Background: an optimization exercise with open tools, aiming at small area and a short achievable clock period. Do not read the settings as production practice.
Where RTL was checked, it was by simulation tests only, not by an equivalence proof against the original.
The clock input has no modelled driver; a real chip could not lean on it and would need a root buffer or a full tree.
Power and IR drop assume default switching activity.

==> flow/design.v (excerpt) <==
module sump_ctrl_top (
  input  logic                    clk_i,
  input  logic                    rst_n_i,
  input  logic                    rx_valid_i,
  input  logic [7:0]              rx_data_i,
  output logic [471:0]            cfg_o,     
  output logic                    armed_o,
  input  logic                    tx_credit_i,
  output logic                    tx_valid_o,
  output logic [7:0]              tx_data_o
);
  logic        busy_q;
  logic [3:0]  pos_q;
  logic [3:0]  code_q;
  logic [31:0] param_q;
  logic [3:0]  code_d;
  always_comb begin
    code_d = 4'b1111;
    if (rx_data_i[6:4] == 3'b100 && rx_data_i[1:0] != 2'b11)
      code_d = rx_data_i[3:0];
    else if (rx_data_i[6:2] == 5'b00000 && rx_data_i[1:0] != 2'b11)
      code_d = {rx_data_i[1:0], 2'b11};
  end
  logic take_opc, take_par, last_par;
  assign take_opc = rx_valid_i && !busy_q;
  assign take_par = rx_valid_i && busy_q;
  assign last_par = rx_valid_i && pos_q[3];
  always_ff @(posedge clk_i or negedge rst_n_i) begin
    if (!rst_n_i) begin
      busy_q <= 1'b0;
      pos_q  <= 4'd0;
    end else if (rx_valid_i) begin
      if (!busy_q) begin
        busy_q <= rx_data_i[7];
        pos_q  <= {3'd0, rx_data_i[7]};
      end else begin
        busy_q <= !pos_q[3];
        pos_q  <= {pos_q[2:0], 1'b0};
      end
    end
  end
  always_ff @(posedge clk_i) begin
    if (take_opc) code_q  <= code_d;
    if (take_par) param_q <= {rx_data_i, param_q[31:8]};   
  end
  logic c_soft, c_run, c_id, c_xon, c_xoff;
  logic [14:0] we;
  logic [14:0] hold;
  logic [14:0] we_d;
  logic        soft_d;
  assign soft_d = take_opc && (rx_data_i == 8'h00);
  always_comb begin
    for (int w = 0; w < 15; w++) begin
  ...
Size in the first run: roughly 1,300 cells after synthesis, about 560 flip-flops, ~490 I/O pins.
Settings: LEC_CHECK=0, CAP_MARGIN=20, CORE_MARGIN=2, CORE_UTILIZATION=40, SETUP_SLACK_MARGIN=0.1, SLEW_MARGIN=20; clock period 3.0 ns.
standard.sh (not shown) runs the stock make flow with config.mk's settings and CLKGATE_MAP_FILE= SYNTH_SCRIPT=/design/flow/synth_recipe.tcl, a recipe that flattens the netlist after the stock synthesis.
==> flow/flow/run.sh <==
#!/bin/bash
# ORFS layout with port buffers of our choice and a two-level clock tree
# (flow/ctree.tcl) in place of TritonCTS; every other step is the standard one.
set -euo pipefail
W=$PWD
K=( "BUFFER_PORTS_ARGS=-buffer_cell sky130_fd_sc_hd__buf_1"
    SETUP_SLACK_MARGIN=1.62
    "DONT_USE_CELLS=sky130_fd_sc_hd__probe_p_8 sky130_fd_sc_hd__probec_p_8 sky130_fd_sc_hd__lpflow_bleeder_1 sky130_fd_sc_hd__lpflow_clkbufkapwr_1 sky130_fd_sc_hd__lpflow_clkbufkapwr_16 sky130_fd_sc_hd__lpflow_clkbufkapwr_2 sky130_fd_sc_hd__lpflow_clkbufkapwr_4 sky130_fd_sc_hd__lpflow_clkbufkapwr_8 sky130_fd_sc_hd__lpflow_clkinvkapwr_1 sky130_fd_sc_hd__lpflow_clkinvkapwr_16 sky130_fd_sc_hd__lpflow_clkinvkapwr_2 sky130_fd_sc_hd__lpflow_clkinvkapwr_4 sky130_fd_sc_hd__lpflow_clkinvkapwr_8 sky130_fd_sc_hd__lpflow_decapkapwr_12 sky130_fd_sc_hd__lpflow_decapkapwr_3 sky130_fd_sc_hd__lpflow_decapkapwr_4 sky130_fd_sc_hd__lpflow_decapkapwr_6 sky130_fd_sc_hd__lpflow_decapkapwr_8 sky130_fd_sc_hd__lpflow_inputiso0n_1 sky130_fd_sc_hd__lpflow_inputiso0p_1 sky130_fd_sc_hd__lpflow_inputiso1n_1 sky130_fd_sc_hd__lpflow_inputiso1p_1 sky130_fd_sc_hd__lpflow_inputisolatch_1 sky130_fd_sc_hd__lpflow_isobufsrc_1 sky130_fd_sc_hd__lpflow_isobufsrc_16 sky130_fd_sc_hd__lpflow_isobufsrc_2 sky130_fd_sc_hd__lpflow_isobufsrc_4 sky130_fd_sc_hd__lpflow_isobufsrc_8 sky130_fd_sc_hd__lpflow_isobufsrckapwr_16 sky130_fd_sc_hd__lpflow_lsbuf_lh_hl_isowell_tap_1 sky130_fd_sc_hd__lpflow_lsbuf_lh_hl_isowell_tap_2 sky130_fd_sc_hd__lpflow_lsbuf_lh_hl_isowell_tap_4 sky130_fd_sc_hd__lpflow_lsbuf_lh_isowell_4 sky130_fd_sc_hd__lpflow_lsbuf_lh_isowell_tap_1 sky130_fd_sc_hd__lpflow_lsbuf_lh_isowell_tap_2 sky130_fd_sc_hd__lpflow_lsbuf_lh_isowell_tap_4 sky130_fd_sc_hd__or4_1 sky130_fd_sc_hd__or4_2 sky130_fd_sc_hd__or4_4 sky130_fd_sc_hd__or4b_1 sky130_fd_sc_hd__or4b_2 sky130_fd_sc_hd__or4b_4 sky130_fd_sc_hd__or4bb_1 sky130_fd_sc_hd__or4bb_2 sky130_fd_sc_hd__or4bb_4 sky130_fd_sc_hd__nor4_1 sky130_fd_sc_hd__nor4_2 sky130_fd_sc_hd__nor4_4 sky130_fd_sc_hd__nor4b_1 sky130_fd_sc_hd__nor4b_2 sky130_fd_sc_hd__nor4b_4 sky130_fd_sc_hd__nor4bb_1 sky130_fd_sc_hd__nor4bb_2 sky130_fd_sc_hd__nor4bb_4"
    CTREE_TCL=$W/flow/ctree.tcl CTREE_TOP_DEPTH=2 CTREE_LEAF_DEPTH=3
    CTREE_TOP_CELL=sky130_fd_sc_hd__inv_16 CTREE_LEAF_CELL=sky130_fd_sc_hd__inv_8 )
bash standard.sh "${K[@]}" place > make_place.log 2>&1
bash standard.sh "${K[@]}" run RUN_SCRIPT=$W/flow/mycts.tcl RUN_LOG_NAME_STEM=4_1_cts > make_cts.log 2>&1
bash standard.sh "${K[@]}" finish > make_finish.log 2>&1
==> flow/flow/mycts.tcl <==
# Clock tree step in place of ORFS's TritonCTS step: builds the two-level tree of
# ctree.tcl on the placed design, legalizes, repairs timing as ORFS's cts step
# does, and writes the results the rest of the ORFS flow reads.
source $::env(SCRIPTS_DIR)/load.tcl
erase_non_stage_variables cts
load_design 3_place.odb 3_place.sdc
set_dont_use $::env(DONT_USE_CELLS)

source $::env(CTREE_TCL)
ctree_build clk_i $::env(CTREE_TOP_DEPTH) $::env(CTREE_LEAF_DEPTH) \
  $::env(CTREE_TOP_CELL) $::env(CTREE_LEAF_CELL)
set_propagated_clock [all_clocks]

set_placement_padding -global \
  -left $::env(CELL_PAD_IN_SITES_DETAIL_PLACEMENT) \
  -right $::env(CELL_PAD_IN_SITES_DETAIL_PLACEMENT)
detailed_placement
estimate_parasitics -placement
report_clock_latency

repair_timing_helper
detailed_placement
check_placement -verbose
estimate_parasitics -placement
report_clock_latency
report_checks -path_delay max -group_path_count 5 -digits 3
report_worst_slack -max
report_worst_slack -min

orfs_write_db $::env(RESULTS_DIR)/4_1_cts.odb
orfs_write_sdc $::env(RESULTS_DIR)/4_cts.sdc
Other scripts of this flow, unchanged in this note and not shown: flow/flow/ctree.tcl
Next try:
--- a/flow/flow/run.sh
+++ b/flow/flow/run.sh
@@ -6,3 +6,3 @@
 K=( "BUFFER_PORTS_ARGS=-buffer_cell sky130_fd_sc_hd__buf_1"
-    SETUP_SLACK_MARGIN=1.62
+    SETUP_SLACK_MARGIN=1.6
     "DONT_USE_CELLS=sky130_fd_sc_hd__probe_p_8 sky130_fd_sc_hd__probec_p_8 sky130_fd_sc_hd__lpflow_bleeder_1 sky130_fd_sc_hd__lpflow_clkbufkapwr_1 sky130_fd_sc_hd__lpflow_clkbufkapwr_16 sky130_fd_sc_hd__lpflow_clkbufkapwr_2 sky130_fd_sc_hd__lpflow_clkbufkapwr_4 sky130_fd_sc_hd__lpflow_clkbufkapwr_8 sky130_fd_sc_hd__lpflow_clkinvkapwr_1 sky130_fd_sc_hd__lpflow_clkinvkapwr_16 sky130_fd_sc_hd__lpflow_clkinvkapwr_2 sky130_fd_sc_hd__lpflow_clkinvkapwr_4 sky130_fd_sc_hd__lpflow_clkinvkapwr_8 sky130_fd_sc_hd__lpflow_decapkapwr_12 sky130_fd_sc_hd__lpflow_decapkapwr_3 sky130_fd_sc_hd__lpflow_decapkapwr_4 sky130_fd_sc_hd__lpflow_decapkapwr_6 sky130_fd_sc_hd__lpflow_decapkapwr_8 sky130_fd_sc_hd__lpflow_inputiso0n_1 sky130_fd_sc_hd__lpflow_inputiso0p_1 sky130_fd_sc_hd__lpflow_inputiso1n_1 sky130_fd_sc_hd__lpflow_inputiso1p_1 sky130_fd_sc_hd__lpflow_inputisolatch_1 sky130_fd_sc_hd__lpflow_isobufsrc_1 sky130_fd_sc_hd__lpflow_isobufsrc_16 sky130_fd_sc_hd__lpflow_isobufsrc_2 sky130_fd_sc_hd__lpflow_isobufsrc_4 sky130_fd_sc_hd__lpflow_isobufsrc_8 sky130_fd_sc_hd__lpflow_isobufsrckapwr_16 sky130_fd_sc_hd__lpflow_lsbuf_lh_hl_isowell_tap_1 sky130_fd_sc_hd__lpflow_lsbuf_lh_hl_isowell_tap_2 sky130_fd_sc_hd__lpflow_lsbuf_lh_hl_isowell_tap_4 sky130_fd_sc_hd__lpflow_lsbuf_lh_isowell_4 sky130_fd_sc_hd__lpflow_lsbuf_lh_isowell_tap_1 sky130_fd_sc_hd__lpflow_lsbuf_lh_isowell_tap_2 sky130_fd_sc_hd__lpflow_lsbuf_lh_isowell_tap_4 sky130_fd_sc_hd__or4_1 sky130_fd_sc_hd__or4_2 sky130_fd_sc_hd__or4_4 sky130_fd_sc_hd__or4b_1 sky130_fd_sc_hd__or4b_2 sky130_fd_sc_hd__or4b_4 sky130_fd_sc_hd__or4bb_1 sky130_fd_sc_hd__or4bb_2 sky130_fd_sc_hd__or4bb_4 sky130_fd_sc_hd__nor4_1 sky130_fd_sc_hd__nor4_2 sky130_fd_sc_hd__nor4_4 sky130_fd_sc_hd__nor4b_1 sky130_fd_sc_hd__nor4b_2 sky130_fd_sc_hd__nor4b_4 sky130_fd_sc_hd__nor4bb_1 sky130_fd_sc_hd__nor4bb_2 sky130_fd_sc_hd__nor4bb_4"
Settings changed: PLACE_DENSITY set to 0.75, SETUP_SLACK_MARGIN 0.1 to unset.
After rerunning: The changed run passed the timing, design-rule and antenna checks; die area does not change; wire length decreases slightly; utilization decreases by 0.52 points; critical path depth stays the same; power decreases slightly; global-route usage decreases by 0.46 points; flip-flop and latch count does not change; cell count decreases slightly; sequential power barely changes; cell area decreases slightly.
Next try:
==> flow/flow/run.sh (replaced) <==
#!/bin/bash
# ORFS layout with port buffers of our choice and a two-level clock tree
# (flow/ctree.tcl) in place of TritonCTS; every other step is the standard one.
set -euo pipefail
W=$PWD
K=( "BUFFER_PORTS_ARGS=-buffer_cell sky130_fd_sc_hd__buf_1"
    SETUP_SLACK_MARGIN=1.55
    CTREE_TCL=$W/flow/ctree.tcl CTREE_TOP_DEPTH=2 CTREE_LEAF_DEPTH=3
    CTREE_TOP_CELL=sky130_fd_sc_hd__inv_16 CTREE_LEAF_CELL=sky130_fd_sc_hd__inv_8 )
bash standard.sh "${K[@]}" place > make_place.log 2>&1
bash standard.sh "${K[@]}" run RUN_SCRIPT=$W/flow/mycts.tcl RUN_LOG_NAME_STEM=4_1_cts > make_cts.log 2>&1
bash standard.sh "${K[@]}" finish > make_finish.log 2>&1
Settings changed: PLACE_DENSITY 0.75 to unset, SETUP_SLACK_MARGIN set to 0.1.
Effect: The changed run completed without violations. Setup slack gets worse by 0.32 ns. Final area fell by 0.97%. Via count fell by 3.2%. Die area barely changes. Combinational power fell by about 10%. Power fell by 0.79%. Register-to-register slack gets worse by 0.23 ns. Global-route usage rose by 0.74 points.
Next try:
--- a/flow/flow/run.sh
+++ b/flow/flow/run.sh
@@ -7,2 +7,3 @@
     SETUP_SLACK_MARGIN=1.55
+    "DONT_USE_CELLS=sky130_fd_sc_hd__probe_p_8 sky130_fd_sc_hd__probec_p_8 sky130_fd_sc_hd__lpflow_bleeder_1 sky130_fd_sc_hd__lpflow_clkbufkapwr_1 sky130_fd_sc_hd__lpflow_clkbufkapwr_16 sky130_fd_sc_hd__lpflow_clkbufkapwr_2 sky130_fd_sc_hd__lpflow_clkbufkapwr_4 sky130_fd_sc_hd__lpflow_clkbufkapwr_8 sky130_fd_sc_hd__lpflow_clkinvkapwr_1 sky130_fd_sc_hd__lpflow_clkinvkapwr_16 sky130_fd_sc_hd__lpflow_clkinvkapwr_2 sky130_fd_sc_hd__lpflow_clkinvkapwr_4 sky130_fd_sc_hd__lpflow_clkinvkapwr_8 sky130_fd_sc_hd__lpflow_decapkapwr_12 sky130_fd_sc_hd__lpflow_decapkapwr_3 sky130_fd_sc_hd__lpflow_decapkapwr_4 sky130_fd_sc_hd__lpflow_decapkapwr_6 sky130_fd_sc_hd__lpflow_decapkapwr_8 sky130_fd_sc_hd__lpflow_inputiso0n_1 sky130_fd_sc_hd__lpflow_inputiso0p_1 sky130_fd_sc_hd__lpflow_inputiso1n_1 sky130_fd_sc_hd__lpflow_inputiso1p_1 sky130_fd_sc_hd__lpflow_inputisolatch_1 sky130_fd_sc_hd__lpflow_isobufsrc_1 sky130_fd_sc_hd__lpflow_isobufsrc_16 sky130_fd_sc_hd__lpflow_isobufsrc_2 sky130_fd_sc_hd__lpflow_isobufsrc_4 sky130_fd_sc_hd__lpflow_isobufsrc_8 sky130_fd_sc_hd__lpflow_isobufsrckapwr_16 sky130_fd_sc_hd__lpflow_lsbuf_lh_hl_isowell_tap_1 sky130_fd_sc_hd__lpflow_lsbuf_lh_hl_isowell_tap_2 sky130_fd_sc_hd__lpflow_lsbuf_lh_hl_isowell_tap_4 sky130_fd_sc_hd__lpflow_lsbuf_lh_isowell_4 sky130_fd_sc_hd__lpflow_lsbuf_lh_isowell_tap_1 sky130_fd_sc_hd__lpflow_lsbuf_lh_isowell_tap_2 sky130_fd_sc_hd__lpflow_lsbuf_lh_isowell_tap_4 sky130_fd_sc_hd__or4_1 sky130_fd_sc_hd__or4_2 sky130_fd_sc_hd__or4_4 sky130_fd_sc_hd__or4b_1 sky130_fd_sc_hd__or4b_2 sky130_fd_sc_hd__or4b_4 sky130_fd_sc_hd__or4bb_1 sky130_fd_sc_hd__or4bb_2 sky130_fd_sc_hd__or4bb_4 sky130_fd_sc_hd__nor4_1 sky130_fd_sc_hd__nor4_2 sky130_fd_sc_hd__nor4_4 sky130_fd_sc_hd__nor4b_1 sky130_fd_sc_hd__nor4b_2 sky130_fd_sc_hd__nor4b_4 sky130_fd_sc_hd__nor4bb_1 sky130_fd_sc_hd__nor4bb_2 sky130_fd_sc_hd__nor4bb_4"
     CTREE_TCL=$W/flow/ctree.tcl CTREE_TOP_DEPTH=2 CTREE_LEAF_DEPTH=3
Settings changed: CORE_UTILIZATION 40 to 50, SETUP_SLACK_MARGIN 0.1 to unset.
Utilization rose by 11 points; routed wire length fell by 1.7%; clock power hardly moves; final cell count drops by 3.8%; register-to-register slack is better by 0.25 ns; global-route usage rises by 5.8 points; die area decreases by 20%; power stays flat.
In every run of this note, the design's own scripts or RTL, not TritonCTS, make the clock network.


Another version of the RTL of sump_ctrl_top (not shown whole).
Size: about 1300 cells after synthesis, roughly 540 flip-flops.
Design sump_ctrl_top, start of the top module:
module sump_ctrl_top (
  input  logic                    clk_i,
  input  logic                    rst_n_i,
  input  logic                    rx_valid_i,
  input  logic [7:0]              rx_data_i,
  output logic [471:0]            cfg_o,     
  output logic                    armed_o,
  input  logic                    tx_credit_i,
  output logic                    tx_valid_o,
  output logic [7:0]              tx_data_o
);
  logic [2:0]  cnt_q;
  logic [3:0]  code_q;
  logic [31:0] param_q;
  logic [3:0]  code_d;
  always_comb begin
    code_d = 4'b1111;
    if (rx_data_i[6:4] == 3'b100 && rx_data_i[1:0] != 2'b11)
      code_d = rx_data_i[3:0];
    else if (rx_data_i[6:2] == 5'b00000 && rx_data_i[1:0] != 2'b11)
      code_d = {rx_data_i[1:0], 2'b11};
  end
  logic take_opc, last_par;
  assign take_opc = rx_valid_i && (cnt_q == 3'd0);
  assign last_par = rx_valid_i && (cnt_q == 3'd4);
  always_ff @(posedge clk_i or negedge rst_n_i) begin
    if (!rst_n_i) begin
      cnt_q <= 3'd0;
  ...
clock: 3.0 ns
lec_check: 0
cap_margin: 20
core_margin: 2
core_utilization: 40
setup_slack_margin: 0.1
slew_margin: 20
==> flow/flow/run.sh <==
#!/bin/bash
# ORFS layout with port buffers of our choice and a two-level clock tree
# (flow/ctree.tcl) in place of TritonCTS; every other step is the standard one.
set -euo pipefail
W=$PWD
K=( "BUFFER_PORTS_ARGS=-buffer_cell sky130_fd_sc_hd__buf_1"
    SETUP_SLACK_MARGIN=1.35
    CTREE_TCL=$W/flow/ctree.tcl CTREE_TOP_DEPTH=2 CTREE_LEAF_DEPTH=3
    CTREE_TOP_CELL=sky130_fd_sc_hd__clkbuf_16 CTREE_LEAF_CELL=sky130_fd_sc_hd__clkbuf_8 )
bash standard.sh "${K[@]}" place > make_place.log 2>&1
bash standard.sh "${K[@]}" run RUN_SCRIPT=$W/flow/mycts.tcl RUN_LOG_NAME_STEM=4_1_cts > make_cts.log 2>&1
bash standard.sh "${K[@]}" finish > make_finish.log 2>&1
Scripts as last shown in full above: flow/flow/mycts.tcl
Other scripts of this flow, unchanged in this note and not shown: flow/flow/ctree.tcl
==> next run, changes <==
--- a/flow/flow/run.sh
+++ b/flow/flow/run.sh
@@ -9 +9 @@
-    CTREE_TOP_CELL=sky130_fd_sc_hd__clkbuf_16 CTREE_LEAF_CELL=sky130_fd_sc_hd__clkbuf_8 )
+    CTREE_TOP_CELL=sky130_fd_sc_hd__clkbuf_16 CTREE_LEAF_CELL=sky130_fd_sc_hd__clkbuf_16 )
Outcome: The new run produced a clean layout; synthesized cell count is unchanged; cell count is unchanged; final area is higher slightly; critical path depth does not change; fmax goes up slightly; wire length climbs slightly; setup slack gains 10 ps.
Function was not checked in any run of this note: the RTL went through the layout flow alone. No run of this note takes its clock network from TritonCTS; it comes from the design's own scripts or RTL.

## what the ideal ports hide
How much do the figures lean on ideal ports? The routed layouts below were timed once more, with nothing changed but the port constraints. Step 1 (the two cells are an assumption about what drives the block):
set clk [get_ports {clk_i}]
set_driving_cell -lib_cell sky130_fd_sc_hd__clkbuf_16 $clk
set_driving_cell -lib_cell sky130_fd_sc_hd__buf_2 [delete_from_list [all_inputs] $clk]
Step 2 also shifts input and output timing later by t, the mid clock arrival at the registers, as if the neighbouring blocks saw the same clock. Three values: ideal, step 1, step 2; two values: the first two.
| run | shift t [ns] | setup slack, ns | worst setup path at the end | worst register clock-pin slew, ns |
|---|---|---|---|---|
| the first run of note 1 | 0.402 | 1.581 / 1.396 / 1.358 | input to register | 0.11 / 0.11 |
| the second run of note 1 | 0.406 | 1.564 / 1.394 / 1.355 | input to register | 0.10 / 0.10 |
| the third run of note 1 | 0.396 | 1.244 / 1.372 / 1.037 | input to register | 0.10 / 0.10 |
| the fourth run of note 1 | 0.395 | 1.575 / 1.349 / 1.407 | input to register | 0.10 / 0.10 |
| the first run of note 2 | 0.472 | 1.284 / 1.279 / 1.083 | input to register | 0.12 / 0.12 |
| the second run of note 2 | 0.483 | 1.294 / 1.276 / 1.077 | input to register | 0.08 / 0.08 |
After both steps every run listed still meets setup and hold. The setup slack of the first run of note 1, which loses most, moves by -0.185 ns with the drivers and by -0.223 ns with both steps.
